Context: an optimization exercise on an open-source flow, tuned for small area and a short achievable clock period. The choices shown serve that exercise and are no tape-out recipe. Function was not checked in any run shown here: the RTL went through the layout flow alone. No activity file was given, so power comes from the tool's default toggle rates.

==> flow/run.sh <==
#!/bin/bash
# synth_recipe.tcl (not shown) runs the flow's synth.tcl, then flattens the netlist and writes it again
# the make line also repeats each setting of config.mk as NAME=value (left out here)
make -C /OpenROAD-flow-scripts/flow DESIGN_CONFIG=/design/flow/config.mk WORK_HOME=/design/flow/orfs CLKGATE_MAP_FILE= SYNTH_SCRIPT=/design/flow/synth_recipe.tcl finish
==> flow/config.mk <==
export PLATFORM = sky130hd
export DESIGN_NAME = idExStage
export DESIGN_NICKNAME = idExStage
export VERILOG_FILES = /design/flow/design.v
export SDC_FILE = /design/flow/constraint.sdc
export NUM_CORES = 4
export LEC_CHECK = 0
export CAP_MARGIN = 20
export CORE_MARGIN = 2
export CORE_UTILIZATION = 40
export SLEW_MARGIN = 20
==> flow/constraint.sdc <==
create_clock -name core_clock -period 8.0 [get_ports {clk}]
set_input_delay 1.6000 -clock core_clock [delete_from_list [all_inputs] [get_ports {clk}]]
set_output_delay 1.6000 -clock core_clock [all_outputs]
set_load 0.01 [all_outputs]
==> flow/design.v <==
`timescale 1ns/1ns
module idExStage (
    input  logic        clk,
    input  logic        reset,
    input  logic        inValid,
    output logic        inReady,
    input  logic [31:0] pc,
    input  logic [31:0] inst,
    input  logic [31:0] rs1Data,
    input  logic [31:0] rs2Data,
    input  logic [31:0] busReadData,
    output logic        outValid,
    input  logic        outReady,
    output logic        rdWriteEn,
    output logic [4:0]  rd,
    output logic [31:0] rdData,
    output logic        jumpEn,
    output logic [31:0] jumpAddr,
    output logic        busWriteEn,
    output logic [31:0] busAddr,
    output logic [31:0] busWriteData
);
    function automatic logic [32:0] add32(input logic [31:0] x, input logic [31:0] y, input logic cin);
        logic [31:0] p, g, gg, pp, c;
        p = x ^ y;
        g = x & y;
        gg = g;
        pp = p;
        gg[0] = g[0] | (p[0] & cin);
        for (int l = 0; l < 5; l++) begin
            for (int i = (2 << l) - 1; i < 32; i += (2 << l)) begin
                gg[i] = gg[i] | (pp[i] & gg[i - (1 << l)]);
                pp[i] = pp[i] & pp[i - (1 << l)];
            end
        end
        for (int l = 3; l >= 0; l--) begin
            for (int i = 3 * (1 << l) - 1; i < 32; i += (2 << l)) begin
                gg[i] = gg[i] | (pp[i] & gg[i - (1 << l)]);
                pp[i] = pp[i] & pp[i - (1 << l)];
            end
        end
        c = {gg[30:0], cin};
        add32 = {gg[31], p ^ c};
    endfunction
    logic accept;
    assign inReady = ~outValid | outReady;
    assign accept  = inValid & inReady;
    logic [6:0] op;
    logic [2:0] f3;
    logic [6:0] f7;
    assign op = inst[6:0];
    assign f3 = inst[14:12];
    assign f7 = inst[31:25];
    logic opLui, opAuipc, opJal, opJalr, opBr, opLoad, opStore, opImm, opOp;
    assign opLui   = (op == 7'b0110111);
    assign opAuipc = (op == 7'b0010111);
    assign opJal   = (op == 7'b1101111);
    assign opJalr  = (op == 7'b1100111);
    assign opBr    = (op == 7'b1100011);
    assign opLoad  = (op == 7'b0000011);
    assign opStore = (op == 7'b0100011);
    assign opImm   = (op == 7'b0010011);
    assign opOp    = (op == 7'b0110011);
    logic f7z, f7s;
    assign f7z = (f7 == 7'h00);
    assign f7s = (f7 == 7'h20);
    logic isJalr, isBr, isLoad, isStore, immLegal, opLegal, isAlu, nextWen;
    assign isJalr   = opJalr & (f3 == 3'b000);
    assign isBr     = opBr & (f3[2:1] != 2'b01);
    assign isLoad   = opLoad & ~(f3[1] & (f3[2] | f3[0])) & ~(f3[2] & f3[1]);
    assign isStore  = opStore & ~f3[2] & ~(f3[1] & f3[0]);
    assign immLegal = (f3 == 3'b001) ? f7z : ((f3 == 3'b101) ? (f7z | f7s) : 1'b1);
    assign opLegal  = f7z | (f7s & (f3 == 3'b000 || f3 == 3'b101));
    assign isAlu    = (opImm & immLegal) | (opOp & opLegal);
    assign nextWen  = opLui | opAuipc | opJal | isJalr | isLoad | isAlu;
    logic        aluish, useRs2, sub;
    logic [31:0] immI, immS, bOp, bInv, sum;
    logic        cout;
    assign aluish = opOp | opImm;
    assign useRs2 = opOp | opBr;
    assign immI   = {{20{inst[31]}}, inst[31:20]};
    assign immS   = {{20{inst[31]}}, inst[31:25], inst[11:7]};
    assign bOp    = useRs2 ? rs2Data : (opStore ? immS : immI);
    assign sub    = opBr | (aluish & f3[2:1] == 2'b01) | (opOp & f3 == 3'b000 & inst[30]);
    assign bInv   = bOp ^ {32{sub}};
    assign {cout, sum} = add32(rs1Data, bInv, sub);
    logic ltu, lt, eq, cond;
    logic [31:0] xorv;
    assign xorv = rs1Data ^ bOp;
    assign ltu  = ~cout;
    assign lt   = (rs1Data[31] ^ bOp[31]) ? rs1Data[31] : sum[31];
    assign eq   = ~|xorv;
    assign cond = (f3[2] ? (f3[1] ? ltu : lt) : eq) ^ f3[0];
    logic [31:0] immB, immJ, immU, pcImm, pcSum, pc4;
    assign immB  = {{20{inst[31]}}, inst[7], inst[30:25], inst[11:8], 1'b0};
    assign immJ  = {{12{inst[31]}}, inst[19:12], inst[20], inst[30:21], 1'b0};
    assign immU  = {inst[31:12], 12'b0};
    assign pcImm = ~inst[6] ? immU : (inst[2] ? immJ : immB);
    assign pcSum = add32(pc, pcImm, 1'b0);
    assign pc4   = {pc[31:2] + 30'd1, pc[1:0]};
    logic        left, fill;
    logic [4:0]  shamt;
    logic [31:0] shIn, shOut, shRev;
    assign left  = ~f3[2];
    assign shamt = bOp[4:0];
    assign fill  = inst[30] & rs1Data[31] & ~left;
    always_comb begin
        for (int i = 0; i < 32; i++) shIn[i] = left ? rs1Data[31-i] : rs1Data[i];
    end
    assign shOut = 32'($signed({fill, shIn}) >>> shamt);
    always_comb begin
        for (int i = 0; i < 32; i++) shRev[i] = shOut[31-i];
    end
    logic [1:0]  lane;
    logic [7:0]  ldByte;
    logic [15:0] ldHalf;
    logic        ldSign;
    logic [31:0] ldData, stData;
    logic [3:0]  stSel;
    logic [7:0]  stB1, stB2, stB3;
    assign lane   = sum[1:0];
    always_comb begin
        case (lane)
            2'd0:    ldByte = busReadData[7:0];
            2'd1:    ldByte = busReadData[15:8];
            2'd2:    ldByte = busReadData[23:16];
            default: ldByte = busReadData[31:24];
        endcase
    end
    assign ldHalf = (lane == 2'd0) ? busReadData[15:0] : busReadData[31:16];
    assign ldSign = ~f3[2] & (f3[0] ? ldHalf[15] : ldByte[7]);
    assign ldData = f3[1] ? busReadData
                  : (f3[0] ? {{16{ldSign}}, ldHalf} : {{24{ldSign}}, ldByte});
    assign stSel[0] = f3[1] | (f3[0] & lane == 2'd0) | (~f3[0] & lane == 2'd0);
    assign stSel[1] = f3[1] | (f3[0] & lane == 2'd0) | (~f3[0] & lane == 2'd1);
    assign stSel[2] = f3[1] | (f3[0] & lane != 2'd0) | (~f3[0] & lane == 2'd2);
    assign stSel[3] = f3[1] | (f3[0] & lane != 2'd0) | (~f3[0] & lane == 2'd3);
    assign stB1 = (f3[1] | f3[0]) ? rs2Data[15:8] : rs2Data[7:0];
    assign stB2 = f3[1] ? rs2Data[23:16] : rs2Data[7:0];
    assign stB3 = f3[1] ? rs2Data[31:24] : (f3[0] ? rs2Data[15:8] : rs2Data[7:0]);
    assign stData = {stSel[3] ? stB3 : busReadData[31:24],
                     stSel[2] ? stB2 : busReadData[23:16],
                     stSel[1] ? stB1 : busReadData[15:8],
                     stSel[0] ? rs2Data[7:0] : busReadData[7:0]};
    logic [31:0] dNext, aNext;
    logic        usePc;
    always_comb begin
        dNext = '0;
        if (aluish) begin
            case (f3)
                3'b000:  dNext = sum;
                3'b001:  dNext = shRev;
                3'b010:  dNext = {31'd0, lt};
                3'b011:  dNext = {31'd0, ltu};
                3'b100:  dNext = xorv;
                3'b101:  dNext = shOut;
                3'b110:  dNext = rs1Data | bOp;
                default: dNext = rs1Data & bOp;
            endcase
        end
        if (opLui)           dNext = immU;
        if (opAuipc)         dNext = pcSum;
        if (opJal | opJalr)  dNext = pc4;
        if (opLoad)          dNext = ldData;
        if (opStore)         dNext = stData;
    end
    assign usePc = inst[6] & (inst[3] | ~inst[2]);
    assign aNext = usePc ? pcSum : {sum[31:1], sum[0] & ~inst[6]};
    logic [4:0]  rdQ;
    logic [31:0] dQ, aQ;
    logic        memVis, jmpVis;
    always_ff @(posedge clk) begin
        if (reset) begin
            outValid   <= 1'b0;
            rdWriteEn  <= 1'b0;
            jumpEn     <= 1'b0;
            busWriteEn <= 1'b0;
            memVis     <= 1'b0;
            jmpVis     <= 1'b0;
            rdQ        <= '0;
        end else if (accept) begin
            outValid   <= 1'b1;
            rdWriteEn  <= nextWen;
            jumpEn     <= opJal | isJalr | (isBr & cond);
            busWriteEn <= isStore;
            memVis     <= isLoad | isStore;
            jmpVis     <= opJal | isJalr | isBr;
            rdQ        <= inst[11:7];
        end else if (outReady) begin
            outValid   <= 1'b0;
        end
    end
    always_ff @(posedge clk) begin
        if (accept) begin
            dQ <= dNext;
            aQ <= aNext;
        end
    end
    assign rd           = rdQ;
    assign rdData       = dQ & {32{rdWriteEn}};
    assign busWriteData = dQ & {32{busWriteEn}};
    assign busAddr      = aQ & {32{memVis}};
    assign jumpAddr     = aQ & {32{jmpVis}};
endmodule
==> results.tsv, run 1 <==
metric	value	unit
syn_nets	2421	
power_frac_clock	19.6	%
post-route-period-util	94.4	%
cp_num_buf_inv	3	
rows	72	
ys.flop_type	edfxtp_1	
grt_max_degree	83	
p_total	2240	µW
critPathMaxStageDelay	0.73	ns
cp-start-kind	input port	
hold_violations	0	
firstDrtPassIters	6	
synth_area_per_cell	7.50	µm²
syn_area	0.0158	mm²
comb_power_share	58.3	%
yosys_register_bits	75	
clock_sinks	75	
worst-setup-path-type	in2reg	
drt_iter0_drc	3284	
drt-met1-wl	38000	µm
required	8.13	ns
async_flop_share	0	%
gr-total-overflow	0	
ys_top_cells_by_area	edfxtp_1 12%, ha_1 9.8%, a21oi_1 5.9%	
grt_pass1_wl	136000	µm
max_freq	132	MHz
rsz0062_at_grt	no	
layout.cells.non_filler	2887	
ys_seq_area_share	13.6	%
nNetsFinal	2680	
p_int	1180	µW
ant_nets	0	
ir_drop	0.115	mV
wirelength	97600	µm
stdcell_area	0.0198	mm²
die_area	0.0410	mm²
slowest_stage	clkdlybuf4s50_1	
hold_buffers	0	
place_congestion	1.10	
wire_per_inst	33.8	µm
clock_latency	0.40	ns
crit_arrival	7.68	ns
cts_buffer_depth	2	
setup_viol	0	
met3_length	14200	µm
core_area	0.0387	mm²
viasPerCell	6.89	
antenna_found_initial	4	
cts_resized	0	
wl_met2	38400	µm
placed_cells	2868	
topRoutingLayerUsed	met5	
postCtsSetupRepairBufs	0	
cts_max_level	3	
ys_warn_count	1	
power_density	113	mW/mm²
maxCapViolCount	0	
p_sw_share	47.5	%
crit_top_cell	o21ai_0	
drc	0	
start_util	40.7	%
finalCriticalPeriod	7.55	ns
crit_path_end_kind	flop	
hold_path_class	reg2reg	
grt_pass1_vias	18200	
seq_power_share	22.1	%
pin_count	302	
status	timing/DRC/antenna clean	
clk_pin_slew	0.08	ns
slew_violations	0	
synth_cells	2102	
areaGrowthSynthToFinish	25.7	%
synth-edff-count	64	
postPlaceCellArea	0.0195	mm²
num_vias	19900	
synth_top_cell_by_area	edfxtp_1	
switchingPower	1060	µW
skew	0.0168	ns
dp_hpwl	78300	µm
p_leak	0.00820	µW
fin_setup_tns	0	ns
tightest_slew	1.17	ns
tritoncts	built	
ys_types	102	
grtUsageTotal	46.2	%
die_height	203	µm
slew_headroom	20.7	%
drive_gt1_share	7.69	%
crit_family	compound AO/OA/AOI/OAI gates	
portBuffers	301	
fp.dieW	203	µm
crit_fanout	7	
cts_made_buffers	9	
root_buffer	clkbuf_16	
synth_top_cell_area_share	12.2	%
==> cell usage in the layout, fill, tap and decap left out, drive strengths merged, types with 12 or more instances in the layout <==
master	n
clkdlybuf4s50	298
nand2	225
a21oi	189
o21ai	151
and2	140
nor2	126
ha	124
buf	100
inv	96
mux2i	89
xnor2	72
edfxtp	64
nand3	61
a21o	47
o211ai	43
a211oi	39
nor3	32
fa	31
a31oi	30
nand4	27
and3	26
a22oi	26
a221oi	23
o22ai	22
o31ai	20
xor2	20
nor4	18
mux2	16
o221ai	14
a221o	13
a211o	12
==> metal layers <==
metal  GRT usage (%)  vias to the layer above
met3            14.0                      321
met4            25.9                        4
li1                -                     8329
met1            62.7                     9490
met5            1.31                        -
met2            64.6                     1739
==> area by class of cell <==
| cell class | count | area, µm² |
|---|---|---|
| Antenna cell | 3 | 7.51 |
| Tap cell | 518 | 648 |
| Multi-Input combinational cell | 1780 | 12600 |
| Timing Repair Buffer | 398 | 3750 |
| Clock buffer | 10 | 229 |
| Clock inverter | 6 | 65.1 |
| Sequential cell | 75 | 2140 |
| Inverter | 97 | 367 |
| Fill cell | 3819 | 18900 |
==> cell usage after synthesis (all sizes together) (32+ instances only) <==
library cell  instances
clkbuf               96
xnor2                72
edfxtp               64
o211ai               43
nand3                61
mux2i                89
nand2               225
nor2                126
buf                  54
and2                140
nor3                 32
o21ai               151
a21o                 47
a21oi               189
a211oi               39
inv                  96
ha                  124
==> final timing paths <==
kind / start / endpoint / slack (ns) / cells past startpoint
hold / removal: rdQ[4] / rdQ[4] / 0.46 / 2
setup / recovery: inst[4] / dQ[0] / 0.45 / 25
setup reg to reg: outValid / jumpEn / 5.90 / 6
hold reg to reg: rdQ[4] / rdQ[4] / 0.46 / 2
==> tightest hold or removal path, stage by stage, from the launching register on <==
cell and delay, ns:
dfxtp_1 0.31, nand2_1 0.05, a21oi_1 0.05
==> cells by family after synthesis <==
family / count (synthesis) / share of synthesized area (%)
simple gates: 698 / 22.2
flops: 75 / 13.6
fa+ha+maj: 156 / 13.8
buf+inv: 247 / 6.69
compound gates: 720 / 30.4
xor+xnor: 93 / 5.35
mux: 113 / 7.94
==> sequential cells by signal, summed over array words and instances, names as in the netlist <==
register,flops
aQ,32
jmpVis,1
dQ,32
busWriteEn,1
jumpEn,1
rdQ,5
memVis,1
rdWriteEn,1
outValid,1
==> metrics by stage <==
step | hold slack, ns | setup slack (ns) | utilization, %
6_report | 0.459 | 0.450 | 51.2
5_1_grt | 0.481 | 0.194 | 51.1
4_1_cts | 0.457 | 0.632 | 51.1
3_5_place_dp | 0.449 | 0.262 | 50.4
3_3_place_gp | 0.443 | 0.283 | 50.4
2_1_floorplan | 0.470 | 1.03 | -
==> power by group through the flow <==
stage / clock, µW / sequential (µW) / combinational (µW)
after floorplan: 0 / 494 / 666
after global placement: 0 / 502 / 1230
after detailed placement: 0 / 505 / 1230
after CTS: 438 / 497 / 1240
after global routing: 456 / 502 / 1350
final: 439 / 496 / 1310
==> inputs of run 2 (changes only) <==
--- a/flow/design.v
+++ b/flow/design.v
@@ -168,5 +168,5 @@
     assign aNext = usePc ? pcSum : {sum[31:1], sum[0] & ~inst[6]};
     logic [4:0]  rdQ;
-    logic [31:0] dQ, aQ;
+    logic [31:0] dQn, aQn;  
     logic        memVis, jmpVis;
     always_ff @(posedge clk) begin
@@ -193,12 +193,12 @@
     always_ff @(posedge clk) begin
         if (accept) begin
-            dQ <= dNext;
-            aQ <= aNext;
+            dQn <= ~dNext;
+            aQn <= ~aNext;
         end
     end
     assign rd           = rdQ;
-    assign rdData       = dQ & {32{rdWriteEn}};
-    assign busWriteData = dQ & {32{busWriteEn}};
-    assign busAddr      = aQ & {32{memVis}};
-    assign jumpAddr     = aQ & {32{jmpVis}};
+    assign rdData       = ~(dQn | {32{~rdWriteEn}});
+    assign busWriteData = ~(dQn | {32{~busWriteEn}});
+    assign busAddr      = ~(aQn | {32{~memVis}});
+    assign jumpAddr     = ~(aQn | {32{~jmpVis}});
 endmodule
==> flow/flow/run.sh (new file) <==
#!/bin/bash
set -euo pipefail
bash standard.sh "BUFFER_PORTS_ARGS=-buffer_cell sky130_fd_sc_hd__buf_1" finish > standard_make.log 2>&1
==> flow/standard.sh (new file) <==
#!/bin/bash
# synth_recipe.tcl (not shown) runs the flow's synth.tcl, then flattens the netlist and writes it again
# the make line also repeats each setting of config.mk as NAME=value (left out here)
make -C /OpenROAD-flow-scripts/flow DESIGN_CONFIG=/design/flow/config.mk WORK_HOME=/design/flow/orfs CLKGATE_MAP_FILE= SYNTH_SCRIPT=/design/flow/synth_recipe.tcl "${@:-finish}"
--- a/flow/config.mk
+++ b/flow/config.mk
@@ -8,4 +8,4 @@
 export CAP_MARGIN = 20
 export CORE_MARGIN = 2
-export CORE_UTILIZATION = 40
+export CORE_UTILIZATION = 55
 export SLEW_MARGIN = 20
removed: flow/run.sh
==> run 2 against run 1 <==
  * Count of clock-buffer cells in the layout decreased by 1
  * Power about the same
  * Maximum frequency increased by 1.4%
  * Critical path type unchanged
  * Global-route usage increased by 8.2 points
  * Largest power group unchanged
  * Final cell count decreased by 7.1%
  * Register-to-register slack improved by 0.15 ns
==> results.tsv, run 2 <==
metric	value	unit
core_area	0.0279	mm²
ant_nets	0	
timing.final.ws_setup	0.552	ns
grtUsageTotal	54.4	%
place_ws	0.562	ns
die_area	0.0298	mm²
status	timing/DRC/antenna clean	
gr-total-overflow	0	
clk_pin_slew	0.07	ns
viasPerCell	7.30	
cp-start-kind	input port	
slew_violations	0	
ys_warn_count	1	
crit_path_end_kind	flop	
ys_types	74	
layout_commonest_cell	buf_1	
root_buffer	clkbuf_16	
nNetsFinal	2614	
fp.dieW	173	µm
fin_setup_tns	0	ns
hold_path_class	reg2reg	
ir_drop	0.111	mV
synth_cells	2057	
grt_pass1_wl	120000	µm
post-route-period-util	93.1	%
syn_nets	2376	
grt_max_degree	75	
n_fill_cell	2562	
ys.flop_type	edfxtp_1	
async_flop_share	0	%
grt_pass1_vias	17800	
areaGrowthSynthToFinish	12.4	%
ys_top_cells_by_area	edfxtp_1 12%, ha_1 9.9%, mux2i_1 9.4%	
portBuffers	301	
synth.most_common_cell	a21oi_1	
tritoncts	built	
die_height	173	µm
hold_violations	0	
multi_input_comb_area	0.0125	mm²
drive_gt1_share	6.61	%
rows	61	
antenna_found_initial	12	
skew	0.00963	ns
maxCapViolCount	0	
postCtsSetupRepairBufs	0	
wire_per_inst	31.8	µm
ys_seq_area_share	13.7	%
num_vias	19600	
start_util	56.0	%
clock_sinks	75	
final_cell_mix	297 x buf_1, 213 x a21oi_1, 182 x nand2_1, 147 x mux2i_1, 142 x o21ai_0	
worst-setup-path-type	in2reg	
ys_top_cells_by_count	214 x a21oi_1, 182 x nand2_1, 147 x mux2i_1	
synth_top_cell_by_area	edfxtp_1	
max_freq	134	MHz
crit_fanout	17	
yosys_register_bits	75	
cts_buffer_depth	2	
cts_resized	0	
p_leak	0.00720	µW
synth-edff-count	64	
largestRegisters	aQn: 32 flops, dQn: 32 flops, rdQ: 5 flops	
cts_made_buffers	9	
synth_top_cell_area_share	12.3	%
drc	0	
tightest_slew	1.21	ns
synth_area_per_cell	7.61	µm²
place_congestion	1.19	
cts_max_level	3	
finalCriticalPeriod	7.45	ns
dp_hpwl	67000	µm
firstDrtPassIters	10	
seq_area	0.00214	mm²
drt_iter0_drc	4015	
power_density	127	mW/mm²
rsz0062_at_grt	no	
hold_buffers	0	
slew_headroom	19.0	%
crit_arrival	7.73	ns
pin_count	302	
wirelength	85200	µm
holdWs	0.471	ns
syn_area	0.0157	mm²
clock_latency	0.37	ns
setup_viol	0	
required	8.28	ns
[run 2: changes by cell type in the layout (fill, tap and decap cells not counted), sizes merged, moves of 19 or more]
cell,change
clkdlybuf4s50,-298
a21oi,+25
nor2b,+125
nand2,-43
buf,+269
mux2i,+58
o211ai,-26
a211oi,-21
nand3,-19
and2,-131
inv,+24
[run 2: layout make-up]
cell class	count	area share, %
Multi-Input combinational cell	1718	71.2
Timing Repair Buffer	373	9.52
Sequential cell	75	12.2
Antenna cell	4	0.0569
Inverter	118	2.52
Tap cell	378	2.69
Clock buffer	9	1.28
Clock inverter	7	0.555
[run 2: worst max-delay path, stage by stage]
cell and delay [ns]:
buf_1 0.20, or2_1 0.42, or2_1 0.36, nor2_1 0.15
a21oi_4 0.28, buf_4 0.37, xnor2_1 0.22, ha_1 0.25
nor3_1 0.07, o21ai_0 0.15, a32oi_1 0.26, o31ai_1 0.48
o211ai_1 0.25, a21oi_1 0.49, o21a_1 0.21, nor2_1 0.06
o21bai_1 0.13, a21oi_1 0.10, fa_1 0.41, xor2_1 0.29
o21ai_0 0.15, and2_1 0.19, a21oi_1 0.15, nor2_1 0.06
o21ai_0 0.18, o211ai_1 0.10, a21oi_1 0.15
[run 2: layer usage]
| layer | track usage [%] | up-vias | share of wire [%] |
|---|---|---|---|
| met5 | 1.44 | - | 0.11 |
| met4 | 39.8 | 10 | 10 |
| met3 | 26.8 | 600 | 18 |
| met2 | 75.6 | 1993 | 38 |
| met1 | 64.6 | 8940 | 34 |
| li1 | - | 8042 | - |
[run 2: final timing paths]
kind	from	to	slack (ns)	cells after the start
worst max-delay path	inst[2]	jumpEn	0.55	27
worst min-delay path	rdQ[3]	rdQ[3]	0.47	2
worst max register to register	outValid	rdWriteEn	6.05	6
worst min register to register	rdQ[3]	rdQ[3]	0.47	2
[run 2: power breakdown]
group | switching [µW] | leakage (µW) | internal (µW)
Clock | 209 | 0.000155 | 277
Combinational | 845 | 0.00639 | 412
Sequential | 27.6 | 0.000651 | 471
Total | 1080 | 0.00720 | 1160
[run 2: cell families (layout without fill, tap and decap cells)]
group / Yosys count / after routing / share of synthesized area [%]
AOI/OAI and AO/OA: 659 / 659 / 27.1
and+or+nand+nor: 621 / 621 / 19.2
buffers and inverters: 264 / 507 / 6.60
muxes: 188 / 188 / 14.1
adders and majority gates: 156 / 156 / 13.9
xor gates and xnor gates: 94 / 94 / 5.31
DFF: 75 / 75 / 13.7
other: 0 / 4 / 0
[run 2: through the flow]
stage                     utilization [%]  total power [µW]  cells  instance area (µm²)
after floorplan                         -              1200   2057                15700
after global placement               61.7              1650   2660                17200
after detailed placement             61.8              1660   2661                17300
after CTS                            62.9              2140   2677                17600
after global routing                 62.9              2280   2678                17600
final                                63.0              2240   2682                17600
==> inputs of run 3 (changes only) <==
--- a/flow/design.v
+++ b/flow/design.v
@@ -29,13 +29,9 @@
         gg[0] = g[0] | (p[0] & cin);
         for (int l = 0; l < 5; l++) begin
-            for (int i = (2 << l) - 1; i < 32; i += (2 << l)) begin
-                gg[i] = gg[i] | (pp[i] & gg[i - (1 << l)]);
-                pp[i] = pp[i] & pp[i - (1 << l)];
-            end
-        end
-        for (int l = 3; l >= 0; l--) begin
-            for (int i = 3 * (1 << l) - 1; i < 32; i += (2 << l)) begin
-                gg[i] = gg[i] | (pp[i] & gg[i - (1 << l)]);
-                pp[i] = pp[i] & pp[i - (1 << l)];
+            for (int i = 0; i < 32; i++) begin
+                if ((i >> l) & 1) begin
+                    gg[i] = gg[i] | (pp[i] & gg[((i >> l) << l) - 1]);
+                    pp[i] = pp[i] & pp[((i >> l) << l) - 1];
+                end
             end
         end
@@ -74,13 +70,14 @@
     assign isAlu    = (opImm & immLegal) | (opOp & opLegal);
     assign nextWen  = opLui | opAuipc | opJal | isJalr | isLoad | isAlu;
-    logic        aluish, useRs2, sub;
+    logic        useRs2, useImmS, sub;
     logic [31:0] immI, immS, bOp, bInv, sum;
     logic        cout;
-    assign aluish = opOp | opImm;
-    assign useRs2 = opOp | opBr;
+    assign useRs2  = inst[6] ? ~inst[2] : (inst[5] & inst[4]);    
+    assign useImmS = ~inst[6] & inst[5] & ~inst[4];                
+    assign sub     = inst[6] ? ~inst[2]                            
+                   : (inst[4] & ~f3[2] & (f3[1] | (inst[5] & inst[30])));
     assign immI   = {{20{inst[31]}}, inst[31:20]};
     assign immS   = {{20{inst[31]}}, inst[31:25], inst[11:7]};
-    assign bOp    = useRs2 ? rs2Data : (opStore ? immS : immI);
-    assign sub    = opBr | (aluish & f3[2:1] == 2'b01) | (opOp & f3 == 3'b000 & inst[30]);
+    assign bOp    = useRs2 ? rs2Data : (useImmS ? immS : immI);
     assign bInv   = bOp ^ {32{sub}};
     assign {cout, sum} = add32(rs1Data, bInv, sub);
@@ -89,5 +86,5 @@
     assign xorv = rs1Data ^ bOp;
     assign ltu  = ~cout;
-    assign lt   = (rs1Data[31] ^ bOp[31]) ? rs1Data[31] : sum[31];
+    assign lt   = ltu ^ rs1Data[31] ^ bOp[31];
     assign eq   = ~|xorv;
     assign cond = (f3[2] ? (f3[1] ? ltu : lt) : eq) ^ f3[0];
@@ -103,5 +100,5 @@
     logic [31:0] shIn, shOut, shRev;
     assign left  = ~f3[2];
-    assign shamt = bOp[4:0];
+    assign shamt = inst[5] ? rs2Data[4:0] : inst[24:20];
     assign fill  = inst[30] & rs1Data[31] & ~left;
     always_comb begin
@@ -143,25 +140,23 @@
                      stSel[1] ? stB1 : busReadData[15:8],
                      stSel[0] ? rs2Data[7:0] : busReadData[7:0]};
-    logic [31:0] dNext, aNext;
+    logic [31:0] dNext, aNext, aluRes;
     logic        usePc;
     always_comb begin
-        dNext = '0;
-        if (aluish) begin
-            case (f3)
-                3'b000:  dNext = sum;
-                3'b001:  dNext = shRev;
-                3'b010:  dNext = {31'd0, lt};
-                3'b011:  dNext = {31'd0, ltu};
-                3'b100:  dNext = xorv;
-                3'b101:  dNext = shOut;
-                3'b110:  dNext = rs1Data | bOp;
-                default: dNext = rs1Data & bOp;
-            endcase
-        end
-        if (opLui)           dNext = immU;
-        if (opAuipc)         dNext = pcSum;
-        if (opJal | opJalr)  dNext = pc4;
-        if (opLoad)          dNext = ldData;
-        if (opStore)         dNext = stData;
+        case (f3)
+            3'b000:  aluRes = sum;
+            3'b001:  aluRes = shRev;
+            3'b010:  aluRes = {31'd0, lt};
+            3'b011:  aluRes = {31'd0, ltu};
+            3'b100:  aluRes = xorv;
+            3'b101:  aluRes = shOut;
+            3'b110:  aluRes = rs1Data | bOp;
+            default: aluRes = rs1Data & bOp;
+        endcase
+    end
+    always_comb begin
+        if (inst[6])       dNext = pc4;                             
+        else if (inst[2])  dNext = inst[5] ? immU : pcSum;          
+        else if (~inst[4]) dNext = inst[5] ? stData : ldData;       
+        else               dNext = aluRes;                          
     end
     assign usePc = inst[6] & (inst[3] | ~inst[2]);
@@ -169,5 +164,5 @@
     logic [4:0]  rdQ;
     logic [31:0] dQn, aQn;  
-    logic        memVis, jmpVis;
+    logic        memVisN, jmpVisN, rdWriteEnN, busWriteEnN;  
     always_ff @(posedge clk) begin
         if (reset) begin
@@ -176,6 +171,8 @@
             jumpEn     <= 1'b0;
             busWriteEn <= 1'b0;
-            memVis     <= 1'b0;
-            jmpVis     <= 1'b0;
+            memVisN    <= 1'b1;
+            jmpVisN    <= 1'b1;
+            rdWriteEnN <= 1'b1;
+            busWriteEnN <= 1'b1;
             rdQ        <= '0;
         end else if (accept) begin
@@ -184,6 +181,8 @@
             jumpEn     <= opJal | isJalr | (isBr & cond);
             busWriteEn <= isStore;
-            memVis     <= isLoad | isStore;
-            jmpVis     <= opJal | isJalr | isBr;
+            memVisN    <= ~(isLoad | isStore);
+            jmpVisN    <= ~(opJal | isJalr | isBr);
+            rdWriteEnN <= ~nextWen;
+            busWriteEnN <= ~isStore;
             rdQ        <= inst[11:7];
         end else if (outReady) begin
@@ -198,7 +197,7 @@
     end
     assign rd           = rdQ;
-    assign rdData       = ~(dQn | {32{~rdWriteEn}});
-    assign busWriteData = ~(dQn | {32{~busWriteEn}});
-    assign busAddr      = ~(aQn | {32{~memVis}});
-    assign jumpAddr     = ~(aQn | {32{~jmpVis}});
+    assign rdData       = ~(dQn | {32{rdWriteEnN}});
+    assign busWriteData = ~(dQn | {32{busWriteEnN}});
+    assign busAddr      = ~(aQn | {32{memVisN}});
+    assign jumpAddr     = ~(aQn | {32{jmpVisN}});
 endmodule
==> flow/flow/run.sh (replaced) <==
#!/bin/bash
# The standard layout with two changes passed to ORFS's make:
#  - the port buffers are the smallest plain buffer (buf_1) instead of the
#    flow's default pick, a slow delay cell;
#  - no full/half-adder cell extraction before ABC, so ABC maps the adders'
#    carry logic itself (faster than chains of fa_1 cells).
set -euo pipefail
bash standard.sh "BUFFER_PORTS_ARGS=-buffer_cell sky130_fd_sc_hd__buf_1" "ADDER_MAP_FILE=" finish > standard_make.log 2>&1
--- a/flow/config.mk
+++ b/flow/config.mk
@@ -6,6 +6,8 @@
 export NUM_CORES = 4
 export LEC_CHECK = 0
+export ABC_AREA = 1
 export CAP_MARGIN = 20
 export CORE_MARGIN = 2
-export CORE_UTILIZATION = 55
+export CORE_UTILIZATION = 45
+export SETUP_SLACK_MARGIN = 3.5
 export SLEW_MARGIN = 20
==> run 3 against run 2 <==
  * Still clean on timing, DRC and antenna
  * Sequential power rose by 7.2%
  * First-iteration DRC count is 18% lower
  * Routed wire length rose by 0.88%
  * Power increased by 18%
  * Combinational power increased by 34%
  * Clock power shrank 14%
  * Critical path depth fell by 12
  * Count of clock-buffer cells in the layout is 1 higher
  * Flip-flop and latch count grew 2
  * Sequential share of layout area is 0.71 points lower
  * Hold slack better by 0.0088 ns
==> results.tsv, run 3 <==
metric	value	unit
status	timing/DRC/antenna clean	
pin_count	302	
p_leak	0.00874	µW
holdWs	0.479	ns
setup_viol	0	
layout_commonest_cell	nand2_1	
core_area	0.0325	mm²
seq_area	0.00218	mm²
worst-setup-path-type	in2reg	
cts_max_level	3	
topRoutingLayerUsed	met5	
r2r_slack	5.41	ns
synth_compound_area_share	24.8	%
nNetsFinal	3324	
maxCapViolCount	0	
crit_arrival	4.72	ns
crit_path_end_kind	flop	
clock_sinks	77	
finalCriticalPeriod	4.61	ns
clock_latency	0.35	ns
grt_pass1_wl	119000	µm
grt_pass1_vias	19700	
ys.flop_type	edfxtp_1	
wl_met2	34400	µm
crit_chain	buf_2, inv_1, o21ai_2, buf_4, inv_4, o21ai_0, o21ai_1, o21ai_1, o21ai_1, nor2_1, nor3_1, a22oi_1, o21ai_1, nand2_1, nand2_1	
tritoncts	built	
die_area	0.0346	mm²
crit_top_cell	o21ai_1	
slew_headroom	22.7	%
ir_drop	0.104	mV
wirelength	85900	µm
max_freq	217	MHz
start_util	45.8	%
async_flop_share	0	%
wire_per_inst	23.8	µm
hold_violations	0	
rsz0062_at_grt	yes	
die_height	186	µm
grtUsageTotal	46.6	%
final_cell_mix	886 x nand2_1, 331 x nor2_1, 289 x buf_1, 276 x o21ai_0, 238 x inv_1	
hold_path_class	reg2reg	
cts_made_buffers	9	
slew_violations	0	
drt-met1-wl	30900	µm
cp-start-kind	input port	
cts_buffer_depth	2	
cp_num_buf_inv	4	
areaGrowthSynthToFinish	27.9	%
root_buffer	clkbuf_16	
drive_gt1_share	15.3	%
rows	66	
synth_area_per_cell	5.20	µm²
skew	0.0117	ns
critPathMaxStageDelay	0.43	ns
yosys.area_share.xor_xnor	3.06	%
synth_top_cell_area_share	24.3	%
synth-edff-count	64	
syn_nets	3027	
place_congestion	1.13	
synth_top_cell_by_area	nand2_1	
synth.most_common_cell	nand2_1	
syn_area	0.0149	mm²
r2r-end	aQn[3]	
multi_input_comb_area	0.0123	mm²
clk_pin_slew	0.07	ns
yosys_register_bits	77	
ys_warn_count	1	
n_fill_cell	3397	
r2r_start	outValid	
hold_buffers	0	
ys_top_cells_by_count	965 x nand2_1, 354 x nor2_1, 314 x o21ai_0	
reg2regPathDepth	4	
ys_types	58	
synth_top_family_by_area	simple AND/OR/NAND/NOR gates	
synthMuxAreaShare	0.537	%
ys_seq_area_share	14.6	%
synth_fa_ha_area_share	0	%
drc	0	
fin_setup_tns	0	ns
required	8.11	ns
num_vias	22600	
cp.depth	15	
cp-endpoint	dQn[9]	
slowest_stage	a22oi_1	
firstDrtPassIters	12	
antenna_found_initial	1	
viasPerCell	6.28	
gr-total-overflow	0	
post-route-period-util	57.6	%
met3_length	12800	µm
dp_hpwl	64200	µm
crit_family	compound AO/OA/AOI/OAI gates	
drt_iter0_drc	3297	
power_density	138	mW/mm²
synth_cells	2863	
tightest_slew	1.16	ns
largestRegisters	aQn: 32 flops, dQn: 32 flops, rdQ: 5 flops	
startpoint	inst[21]	
crit_fanout	37	
portBuffers	301	
synth-simple-area-share	45.4	%
ys_top_cells_by_area	nand2_1 24%, edfxtp_1 13%, o21ai_0 11%	
ant_nets	0	
fp.dieW	186	µm
grt_max_degree	58	
[run 3: area by class of cell]
type                       count  area share (%)
multi-input combinational   2373            64.7
timing repair inverter         6           0.223
antenna                        1          0.0131
timing repair buffer         416            13.4
sequential                    77            11.5
clock buffer                  10            1.20
inverter                     277            5.76
tap                          442            2.90
clock inverter                 5           0.282
[run 3: power breakdown]
group	internal (µW)	switching, µW
clock	239	179
sequential	497	37.0
combinational	509	1180
total	1250	1390
[run 3: per-stage QoR]
stage                     area, µm²  utilization (%)  total power, µW  cells  worst slack (ns)
after global routing          19100             58.6             2740   3606              3.38
after CTS                     17800             54.6             2400   3559              3.50
after floorplan               14900                -             1380   2863              3.55
after detailed placement      16100             49.6             1850   3492              1.56
final                         19100             58.6             2640   3607              3.39
after global placement        16100             49.6             1840   3492              1.55
[run 3: cell families after synthesis]
group,Yosys count
simple gates,1643
compound gates,664
buf+inv,419
flops,77
xor+xnor,52
mux,8
[run 3: repair_timing]
action	CTS	global route
endpoints found under the setup margin	66	49
gates cloned	18	6
resized for setup	178	244
buffers inserted	34	41
pin swaps	27	62
[run 3: worst min-delay path by stage]
stage / start / endpoint / slack (ns) / cells after the start
floorplan: busWriteEn / busWriteEn / 0.51 / 1
global placement: busWriteEn / busWriteEn / 0.45 / 1
detailed placement: busWriteEn / busWriteEn / 0.45 / 1
CTS: busWriteEn / busWriteEn / 0.48 / 1
global route: busWriteEn / busWriteEn / 0.49 / 1
finish: busWriteEn / busWriteEn / 0.48 / 1
[run 3: metal layers]
metal	vias up	GRT usage [%]
met5	-	0
met1	10200	58.7
met2	1940	68.8
met4	2	32.2
met3	498	12.9
li1	10000	-
[run 3: worst reg2reg max path: cells and delay by family, from the launching register on]
family / cells / cell delay [ns]
buf+inv: 2 / 1.32
simple gates: 2 / 0.55
flops: 1 / 0.31

static timing again, ports no longer ideal:
In the flow no input, the clock included, has a driving cell. The finished layouts below were timed again as built, in two steps.
Step 1 assumes that a clkbuf_16 drives the clock port and a buf_2 every other input.
Step 2 also shifts input and output timing later by t, the mid clock arrival at the registers, as if the neighbouring blocks saw the same clock.
Slacks: no drivers / after step 1 / after step 2; pairs: no drivers / after step 1.
| run | shift t [ns] | slack for setup (ns) | slew at the worst register clock pin (ns) |
|---|---|---|---|
| run 1 | 0.440 | 0.450 / 0.480 / 0.041 | 0.08 / 0.08 |
| run 2 | 0.411 | 0.552 / 0.563 / 0.152 | 0.08 / 0.08 |
| run 3 | 0.399 | 3.393 / 3.413 / 3.014 | 0.07 / 0.07 |
After both steps every run listed still meets setup and hold. For run 1, which loses most, drivers alone change the setup slack by +0.030 ns; drivers and shift together by -0.409 ns.
